This design comes from an exercise in tuning for small area and a short achievable clock period on the open sky130 flow, not from production work. The RTL was checked by simulation tests, not by an equivalence proof against the original design. Power is estimated from default activity; no workload was simulated.

===== design.v =====
`timescale 1ns/1ps
package mipsIsaPkg;
localparam int WORD_W    = 32;
localparam int OPCODE_W  = 6;
localparam int FUNCT_W   = 6;
localparam int REG_IDX_W = 5;    
localparam int IMM_W     = 16;
typedef logic [WORD_W-1:0]    wordT;
typedef logic [OPCODE_W-1:0]  opcodeT;
typedef logic [FUNCT_W-1:0]   functT;
typedef logic [REG_IDX_W-1:0] regIdxT;
typedef logic [IMM_W-1:0]     immT;
typedef struct packed {
    regIdxT rd;
    regIdxT shamt;
    functT  funct;
} rTailT;
typedef union packed {
    rTailT r;
    immT   imm;
} instrTailT;
typedef struct packed {
    opcodeT    opcode;   
    regIdxT    rs;       
    regIdxT    rt;       
    instrTailT tail;     
} instrFieldsT;
localparam opcodeT OP_RTYPE  = 6'b000000;
localparam opcodeT OP_REGIMM = 6'b000001;   
localparam opcodeT OP_J      = 6'b000010;
localparam opcodeT OP_JAL    = 6'b000011;
localparam opcodeT OP_BEQ    = 6'b000100;
localparam opcodeT OP_BNE    = 6'b000101;
localparam opcodeT OP_BLEZ   = 6'b000110;
localparam opcodeT OP_BGTZ   = 6'b000111;
localparam opcodeT OP_ADDI   = 6'b001000;
localparam opcodeT OP_SLTI   = 6'b001010;
localparam opcodeT OP_ANDI   = 6'b001100;
localparam opcodeT OP_ORI    = 6'b001101;
localparam opcodeT OP_XORI   = 6'b001110;
localparam opcodeT OP_MUL    = 6'b011100;
localparam opcodeT OP_LB     = 6'b100000;
localparam opcodeT OP_LH     = 6'b100001;
localparam opcodeT OP_LW     = 6'b100011;
localparam opcodeT OP_SB     = 6'b101000;
localparam opcodeT OP_SH     = 6'b101001;
localparam opcodeT OP_SW     = 6'b101011;
localparam functT FN_SLL = 6'b000000;
localparam functT FN_SRL = 6'b000010;
localparam functT FN_JR  = 6'b001000;
localparam functT FN_ADD = 6'b100000;
localparam functT FN_SUB = 6'b100010;
localparam functT FN_AND = 6'b100100;
localparam functT FN_OR  = 6'b100101;
localparam functT FN_XOR = 6'b100110;
localparam functT FN_NOR = 6'b100111;
localparam functT FN_SLT = 6'b101010;
endpackage
`timescale 1ns/1ps
package execPkg;
localparam int ALU_OP_W  = 4;
localparam int BR_KIND_W = 3;
typedef enum logic [ALU_OP_W-1:0] {
    ALU_ADD = 4'd0,
    ALU_SUB = 4'd1,
    ALU_MUL = 4'd2,     
    ALU_AND = 4'd3,
    ALU_OR  = 4'd4,
    ALU_NOR = 4'd5,
    ALU_XOR = 4'd6,
    ALU_SLL = 4'd7,
    ALU_SRL = 4'd8,
    ALU_SLT = 4'd9,     
    ALU_NOP = 4'd10     
} aluOpT;
typedef enum logic [BR_KIND_W-1:0] {
    BR_NONE = 3'd0,
    BR_EQ   = 3'd1,
    BR_NE   = 3'd2,
    BR_GTZ  = 3'd3,
    BR_LEZ  = 3'd4,
    BR_LTZ  = 3'd5,
    BR_GEZ  = 3'd6
} branchKindT;
typedef struct packed {
    aluOpT      aluOp;
    branchKindT branchKind;
    logic [31:0]       operandA;
    logic [31:0]       operandB;
    logic [4:0]     shamt;
} decodedT;
typedef struct packed {
    logic [31:0]       result;
    branchKindT branchKind;
    logic       isZero;
    logic       isNegative;    
} aluOutT;
typedef struct packed {
    logic [31:0] result;
    logic branchTaken;
} execResultT;
endpackage
`timescale 1ns/1ps
module aluControl
(
    input  mipsIsaPkg::opcodeT     opcode,
    input  mipsIsaPkg::functT      funct,
    input  mipsIsaPkg::regIdxT     rtField,       
    output execPkg::aluOpT      aluOp,
    output execPkg::branchKindT branchKind
);
    always_comb begin
        aluOp      = execPkg::ALU_NOP;    
        branchKind = execPkg::BR_NONE;
        case (opcode)
            mipsIsaPkg::OP_RTYPE: begin
                case (funct)
                    mipsIsaPkg::FN_ADD:  aluOp = execPkg::ALU_ADD;
                    mipsIsaPkg::FN_SUB:  aluOp = execPkg::ALU_SUB;
                    mipsIsaPkg::FN_JR:   aluOp = execPkg::ALU_ADD;    
                    mipsIsaPkg::FN_AND:  aluOp = execPkg::ALU_AND;
                    mipsIsaPkg::FN_OR:   aluOp = execPkg::ALU_OR;
                    mipsIsaPkg::FN_NOR:  aluOp = execPkg::ALU_NOR;
                    mipsIsaPkg::FN_XOR:  aluOp = execPkg::ALU_XOR;
                    mipsIsaPkg::FN_SLL:  aluOp = execPkg::ALU_SLL;
                    mipsIsaPkg::FN_SRL:  aluOp = execPkg::ALU_SRL;
                    mipsIsaPkg::FN_SLT:  aluOp = execPkg::ALU_SLT;
                    default: aluOp = execPkg::ALU_NOP;
                endcase
            end
            mipsIsaPkg::OP_ADDI: aluOp = execPkg::ALU_ADD;
            mipsIsaPkg::OP_MUL:  aluOp = execPkg::ALU_MUL;
            mipsIsaPkg::OP_LW, mipsIsaPkg::OP_LH, mipsIsaPkg::OP_LB: aluOp = execPkg::ALU_ADD;
            mipsIsaPkg::OP_SW, mipsIsaPkg::OP_SH, mipsIsaPkg::OP_SB: aluOp = execPkg::ALU_ADD;
            mipsIsaPkg::OP_REGIMM: begin
                case (rtField)
                    5'd0: begin
                        aluOp      = execPkg::ALU_SUB;
                        branchKind = execPkg::BR_LTZ;    
                    end
                    5'd1: begin
                        aluOp      = execPkg::ALU_SUB;
                        branchKind = execPkg::BR_GEZ;    
                    end
                    default: begin
                        aluOp      = execPkg::ALU_NOP;
                        branchKind = execPkg::BR_NONE;
                    end
                endcase
            end
            mipsIsaPkg::OP_BEQ: begin
                aluOp      = execPkg::ALU_SUB;    
                branchKind = execPkg::BR_EQ;
            end
            mipsIsaPkg::OP_BNE: begin
                aluOp      = execPkg::ALU_SUB;
                branchKind = execPkg::BR_NE;
            end
            mipsIsaPkg::OP_BGTZ: begin
                aluOp      = execPkg::ALU_SUB;    
                branchKind = execPkg::BR_GTZ;
            end
            mipsIsaPkg::OP_BLEZ: begin
                aluOp      = execPkg::ALU_SUB;
                branchKind = execPkg::BR_LEZ;
            end
            mipsIsaPkg::OP_J, mipsIsaPkg::OP_JAL: aluOp = execPkg::ALU_NOP;
            mipsIsaPkg::OP_ANDI: aluOp = execPkg::ALU_AND;
            mipsIsaPkg::OP_ORI:  aluOp = execPkg::ALU_OR;
            mipsIsaPkg::OP_XORI: aluOp = execPkg::ALU_XOR;
            mipsIsaPkg::OP_SLTI: aluOp = execPkg::ALU_SLT;
            default: begin
                aluOp      = execPkg::ALU_NOP;
                branchKind = execPkg::BR_NONE;
            end
        endcase
    end
endmodule
`timescale 1ns/1ps
module instrDecode
(
    input  logic        clk,
    input  logic        rstN,
    input  logic        instrValid,
    input  mipsIsaPkg::wordT        instrWord,
    input  mipsIsaPkg::wordT        rsValue,
    input  mipsIsaPkg::wordT        rtValue,
    input  execPkg::aluOpT       aluOp,         
    input  execPkg::branchKindT  branchKind,    
    output mipsIsaPkg::instrFieldsT fields,
    output logic        decValid,
    output execPkg::decodedT     decoded
);
    mipsIsaPkg::wordT immExt;
    mipsIsaPkg::wordT operandA;
    mipsIsaPkg::wordT operandB;
    logic useImm;      
    logic zeroExt;     
    logic isJr;
    logic isShift;
    logic cmpZero;     
    assign fields = instrWord;
    always_comb begin
        useImm  = 1'b0;
        zeroExt = 1'b0;
        case (fields.opcode)
            mipsIsaPkg::OP_ADDI, mipsIsaPkg::OP_SLTI: useImm = 1'b1;
            mipsIsaPkg::OP_ANDI, mipsIsaPkg::OP_ORI, mipsIsaPkg::OP_XORI: begin
                useImm  = 1'b1;
                zeroExt = 1'b1;    
            end
            mipsIsaPkg::OP_LW, mipsIsaPkg::OP_LH, mipsIsaPkg::OP_LB,
            mipsIsaPkg::OP_SW, mipsIsaPkg::OP_SH, mipsIsaPkg::OP_SB: useImm = 1'b1;    
            default: useImm = 1'b0;
        endcase
    end
    assign immExt = zeroExt ? {{(mipsIsaPkg::WORD_W-mipsIsaPkg::IMM_W){1'b0}}, fields.tail.imm}
                            : {{(mipsIsaPkg::WORD_W-mipsIsaPkg::IMM_W){fields.tail.imm[mipsIsaPkg::IMM_W-1]}}, fields.tail.imm};
    assign isJr    = (fields.opcode == mipsIsaPkg::OP_RTYPE) && (fields.tail.r.funct == mipsIsaPkg::FN_JR);
    assign isShift = (aluOp == execPkg::ALU_SLL) || (aluOp == execPkg::ALU_SRL);
    assign cmpZero = (branchKind == execPkg::BR_GTZ) || (branchKind == execPkg::BR_LEZ) ||
                     (branchKind == execPkg::BR_LTZ) || (branchKind == execPkg::BR_GEZ);
    assign operandA = isShift ? rtValue : rsValue;    
    always_comb begin
        if (useImm)
            operandB = immExt;
        else if (isJr || cmpZero)
            operandB = '0;    
        else
            operandB = rtValue;
    end
    always_ff @(posedge clk) begin
        if (!rstN) begin
            decValid <= 1'b0;
            decoded  <= '0;
        end else begin
            decValid <= instrValid;
            if (instrValid) begin
                decoded.aluOp      <= aluOp;
                decoded.branchKind <= branchKind;
                decoded.operandA   <= operandA;
                decoded.operandB   <= operandB;
                decoded.shamt      <= fields.tail.r.shamt;
            end
        end
    end
endmodule
`timescale 1ns/1ps
module aluCore
(
    input  logic    clk,
    input  logic    rstN,
    input  logic    decValid,
    input  execPkg::decodedT decoded,
    output logic    aluValid,
    output execPkg::aluOutT  aluOut
);
    mipsIsaPkg::wordT opA;
    mipsIsaPkg::wordT opB;
    mipsIsaPkg::wordT result;
    logic sltBit;
    assign opA = decoded.operandA;
    assign opB = decoded.operandB;
    assign sltBit = $signed(opA) < $signed(opB);    
    always_comb begin
        case (decoded.aluOp)
            execPkg::ALU_ADD: result = opA + opB;
            execPkg::ALU_SUB: result = opA - opB;    
            execPkg::ALU_MUL: result = opA * opB;    
            execPkg::ALU_AND: result = opA & opB;
            execPkg::ALU_OR:  result = opA | opB;
            execPkg::ALU_NOR: result = ~(opA | opB);
            execPkg::ALU_XOR: result = opA ^ opB;
            execPkg::ALU_SLL: result = opA << decoded.shamt;    
            execPkg::ALU_SRL: result = opA >> decoded.shamt;    
            execPkg::ALU_SLT: result = {{(mipsIsaPkg::WORD_W-1){1'b0}}, sltBit};
            execPkg::ALU_NOP: result = '0;
            default: result = '0;
        endcase
    end
    always_ff @(posedge clk) begin
        if (!rstN) begin
            aluValid <= 1'b0;
            aluOut   <= '0;
        end else begin
            aluValid <= decValid;
            if (decValid) begin
                aluOut.result     <= result;
                aluOut.branchKind <= decoded.branchKind;    
                aluOut.isZero     <= (result == '0);
                aluOut.isNegative <= result[mipsIsaPkg::WORD_W-1];
            end
        end
    end
endmodule
`timescale 1ns/1ps
module branchResolve
(
    input  logic       clk,
    input  logic       rstN,
    input  logic       aluValid,
    input  execPkg::aluOutT     aluOut,
    output logic       resultValid,
    output execPkg::execResultT execOut
);
    logic taken;
    always_comb begin
        case (aluOut.branchKind)
            execPkg::BR_EQ:   taken = aluOut.isZero;
            execPkg::BR_NE:   taken = !aluOut.isZero;
            execPkg::BR_GTZ:  taken = !aluOut.isNegative && !aluOut.isZero;
            execPkg::BR_LEZ:  taken = aluOut.isNegative || aluOut.isZero;
            execPkg::BR_LTZ:  taken = aluOut.isNegative;
            execPkg::BR_GEZ:  taken = !aluOut.isNegative;
            execPkg::BR_NONE: taken = 1'b0;    
            default: taken = 1'b0;
        endcase
    end
    always_ff @(posedge clk) begin
        if (!rstN) begin
            resultValid <= 1'b0;
            execOut     <= '0;
        end else begin
            resultValid <= aluValid;
            if (aluValid) begin
                execOut.result      <= aluOut.result;
                execOut.branchTaken <= taken;
            end
        end
    end
endmodule
`timescale 1ns/1ps
module mipsExecUnit
(
    input  logic       clk,
    input  logic       rstN,
    input  logic       instrValid,
    input  logic [31:0] instrWord,
    input  logic [31:0] rsValue,
    input  logic [31:0] rtValue,
    output logic        resultValid,    
    output logic [32:0] execOut         
);
    mipsIsaPkg::instrFieldsT fields;
    execPkg::aluOpT       aluOp;
    execPkg::branchKindT  branchKind;
    logic        decValid;
    execPkg::decodedT     decoded;
    logic        aluValid;
    execPkg::aluOutT      aluOut;
    instrDecode decode0 (
        .clk        (clk),
        .rstN       (rstN),
        .instrValid (instrValid),
        .instrWord  (instrWord),
        .rsValue    (rsValue),
        .rtValue    (rtValue),
        .aluOp      (aluOp),
        .branchKind (branchKind),
        .fields     (fields),
        .decValid   (decValid),
        .decoded    (decoded)
    );
    aluControl aluCtrl0 (
        .opcode     (fields.opcode),
        .funct      (fields.tail.r.funct),
        .rtField    (fields.rt),
        .aluOp      (aluOp),
        .branchKind (branchKind)
    );
    aluCore alu0 (
        .clk      (clk),
        .rstN     (rstN),
        .decValid (decValid),
        .decoded  (decoded),
        .aluValid (aluValid),
        .aluOut   (aluOut)
    );
    branchResolve branch0 (
        .clk         (clk),
        .rstN        (rstN),
        .aluValid    (aluValid),
        .aluOut      (aluOut),
        .resultValid (resultValid),
        .execOut     (execOut)
    );
endmodule

===== run.sh =====
#!/bin/bash
# synth_recipe.tcl (not shown) runs the flow's synth.tcl, then flattens the netlist and writes it again
# the make line also repeats each setting of config.mk as NAME=value (left out here)
make -C /OpenROAD-flow-scripts/flow DESIGN_CONFIG=/design/flow/config.mk WORK_HOME=/design/flow/orfs CLKGATE_MAP_FILE= SYNTH_SCRIPT=/design/flow/synth_recipe.tcl finish

===== config.mk =====
export PLATFORM = sky130hd
export DESIGN_NAME = mipsExecUnit
export DESIGN_NICKNAME = mipsExecUnit
export VERILOG_FILES = /design/flow/design.v
export SDC_FILE = /design/flow/constraint.sdc
export NUM_CORES = 4
export LEC_CHECK = 0
export CAP_MARGIN = 20
export CORE_MARGIN = 2
export CORE_UTILIZATION = 40
export SLEW_MARGIN = 20

===== constraint.sdc =====
create_clock -name core_clock -period 9.0 [get_ports {clk}]
set_input_delay 1.8000 -clock core_clock [delete_from_list [all_inputs] [get_ports {clk}]]
set_output_delay 1.8000 -clock core_clock [all_outputs]
set_load 0.01 [all_outputs]

==> summary.md <==
| Metric | Value |
|---|---|
| Sequential-to-total area share from yosys stat | 9.52% |
| Slew HR | 26.3% |
| Actual slew at the worst max-slew pin | 1100 ps |
| Vias in the first global route | 29.5k |
| CP max stage cell | dfxtp_1 |
| DRT Wirelength | 143 mm |
| Netlist cell types | 102 |
| Worst path max stage delay | 730 ps |
| Gate count after technology mapping | 3830 |
| Crit path required time | 9380 ps |
| CP bufs+invs | 4 |
| Largest net degree at the start of global routing | 70 |
| Post-Syn Nets | 4558 |
| Ys Warns | 4 |
| Wirelength per Cell | 28.9 um |
| Rows | 102 |
| Ports | 133 |
| VDD IR max | 0.188 mV |
| Maxcap violations | 0 |
| Post-route clock period utilization | 95.8% |
| Share of the synthesized area in the top cell type | 26.4% |
| Clock latency (worst-skew pair) | 490 ps |
| CTS tree | built |
| Post-DP HPWL | 112 mm |
| Slew Viols, Final | 0 |
| Port Buf Inserts | 127 |
| Post-synth EDFFs | 0 |
| Final setup skew | 43.4 ps |
| Critical path type | reg2reg |
| Gpl congestion | 1.07 |
| Ys async rst share | 0% |
| Cell taking the most area after synthesis | fa_1 |
| Worst Path Arrival | 9000 ps |
| Hold Violations, Final | 0 |
| Leakage power figure | 15.0 nW |
| DRT Pass-1 Iters | 8 |
| Critical path capture point type | register |
| Final setup viols | 0 |
| FMAX | 0.116 GHz |
| Nets | 4605 |
| Worst path top cell family by delay | adder cells |
| Overflow after GRT | 0 |
| CTS root buf | clkbuf_16 |
| Die height | 283 um |
| Fill cells | 7792 |
| H-tree depth | 4 |
| Final Total Pwr | 0.00597 W |
| Mapped Area | 31100 um^2 |
| Initial antenna violation count | 5 |
| Unrepaired setup endpoints after global routing | false |
| Most used flip-flop cell after synthesis | dfxtp_1 |
| Final ANT Viol Nets | 0 |
| #FFs+latches synth | 148 |
| Initial detailed-routing violation count | 3957 |
| Post-layout min period | 8620 ps |
| Crit-path most repeated cell | fa_1 |
| Area growth syn-to-layout | 11.1% |
| Hold crit path type | reg2reg |
| Syn avg cell area | 8.12 um^2 |
| Max clock buf depth | 2 |
| Clock buffer count from CTS | 17 |
| Setup tns final | 0 ps |
| Core Box Area | 77200 um^2 |
| Power Dens Cells | 173 nW/um^2 |
| Status | finished clean |
| DR vias | 30.1k |
| Routed vias/inst | 6.10 |
| Die width | 283 um |
| Drt drc | 0 |
| Crit path max fanout | 10 |
| Top area cells in the synthesized netlist | fa_1, dfxtp_1, ha_1 |
| Reg clk slew, reported paths | 80 ps |
| First-pass GRT wire length | 206 mm |
| Fraction of layout cells with a size suffix above 1 | 8.71% |
| Initial Utilization | 40.3% |
| Tot GR Track Use | 35.2% |
| Die ar. | 80000 um^2 |
| Hold Buf Count CTS | 0 |
| CP Launch Type | register |
| Sink Count | 148 |
registers in the layout, summed over array words and instances (netlist names):
signal	cells
decode0.decoded	76
alu0.aluOut	36
branch0.execOut	33
alu0.aluValid	1
branch0.resultValid	1
decode0.decValid	1
placed cells by master, fill, tap and decap left out, types with 37 or more instances in the layout:
cell type	n
a21oi_1	143
a22oi_1	37
ha_1	219
nand3_1	41
nor3_1	42
buf_4	174
a211oi_1	112
dfxtp_1	136
nor2b_1	41
xnor2_1	69
clkdlybuf4s50_1	126
inv_1	473
mux2i_1	155
o21ai_0	117
fa_1	410
mux4_2	52
nand2_1	376
nor2_1	574
logic make-up after synthesis:
logic type	share of synthesized area (%)
multiplexers	9.62
AND/OR/NAND/NOR	17.0
XOR/XNOR	2.50
AO/OA/AOI/OAI	16.5
adder cells (fa/ha/maj)	35.2
buffers and inverters	9.61
flip-flops	9.52
worst paths after layout:
path | endpoint | slack, ps | cells past startpoint | start
setup / recovery | alu0.aluOut[1]$_SDFFE_PN0P_ | 380 | 26 | decode0.decoded[14]$_SDFFE_PN0P_
hold / removal | alu0.aluOut[24]$_SDFFE_PN0P_ | 480 | 2 | alu0.aluOut[24]$_SDFFE_PN0P_
setup reg to reg | alu0.aluOut[1]$_SDFFE_PN0P_ | 380 | 26 | decode0.decoded[14]$_SDFFE_PN0P_
hold reg to reg | alu0.aluOut[24]$_SDFFE_PN0P_ | 480 | 2 | alu0.aluOut[24]$_SDFFE_PN0P_
cells in the mapped netlist, drive strengths merged (32+ instances only):
library cell	number
a211oi	114
a21o	32
a21oi	145
a22oi	37
buf	77
clkbuf	198
dfxtp	148
fa	410
ha	219
inv	478
mux2i	158
mux4	52
nand2	376
nand2b	33
nand3	41
nor2	575
nor2b	42
nor3	43
o21ai	134
xnor2	69
tightest hold or removal path: cells and delay by family (launching register included):
family             cells  cell delay, ps
AOI/OAI and AO/OA      1              50
DFF                    1             320
and+or+nand+nor        1              60
power by group:
group          internal (W)  switching (W)  leakage, nW
Combinational       0.00165        0.00280         13.5
Clock              0.000397       0.000349        0.292
Sequential         0.000700      0.0000763         1.22
Total               0.00275        0.00322         15.0
metal layers:
layer / up-vias / track usage (%) / part of all wire (%)
met2: 1946 / 51.2 / 41
li1: 12900 / - / -
met4: 4 / 22.3 / 7.6
met3: 426 / 9.86 / 12
met1: 14800 / 46.1 / 39
met5: - / 0 / 0.020
through the flow:
stage          instances  cell area [um^2]  utilization (%)  worst slack, ps  hold slack, ps
2_1_floorplan       3830             31100                -             1140             445
3_3_place_gp        4896             33900             44.0              399             464
3_5_place_dp        4896             33900             44.0              330             471
4_1_cts             4928             34500             44.7              262             488
5_1_grt             4930             34600             44.8             54.3             497
6_report            4936             34600             44.8              377             480
area by class of cell:
cell class	count	area [um^2]	share of cell area (%)
Clock buffer	18	439	1.27
Tap cell	1040	1300	3.76
Antenna cell	6	15.0	0.0434
Inverter	491	1860	5.37
Sequential cell	148	2980	8.62
Clock inverter	14	145	0.420
Timing Repair Buffer	303	2630	7.60
Multi-Input combinational cell	2916	25200	72.9
what timing repair did:
action | 4_1_cts | 5_1_grt
buffers inserted | 0 | 2
gates resized for setup | 0 | 10
endpoints found under the setup margin | 0 | 2

afterwards: timing with drivers on the ports:
No port has a modelled driver above. Below, the same layout with a new extraction and two added sets of constraints. Step 1, drivers: a clkbuf_16 drives clk and a buf_2 each remaining input, both assumed. Step 2 adds t to the input delays and takes it off the output delays; t is the mean of the earliest and latest rising clock arrival at the registers after step 1. Input paths then give back, and output paths get back, about the clock's delay inside the block. a / b / c = ideal ports / drivers / drivers and shift; a / b = the first two.
shift t [ns]: 0.530
setup WS [ns]: 0.377 / 0.377 / 0.377
hold slack, ns: 0.480 / 0.480 / 0.480
slew at the worst register clock pin (ns): 0.11 / 0.11
cell pins on the clock port's net: 1
After both steps this run still meets setup and hold. For this run, drivers alone change the setup slack by 0.000 ns; drivers and shift together by 0.000 ns.
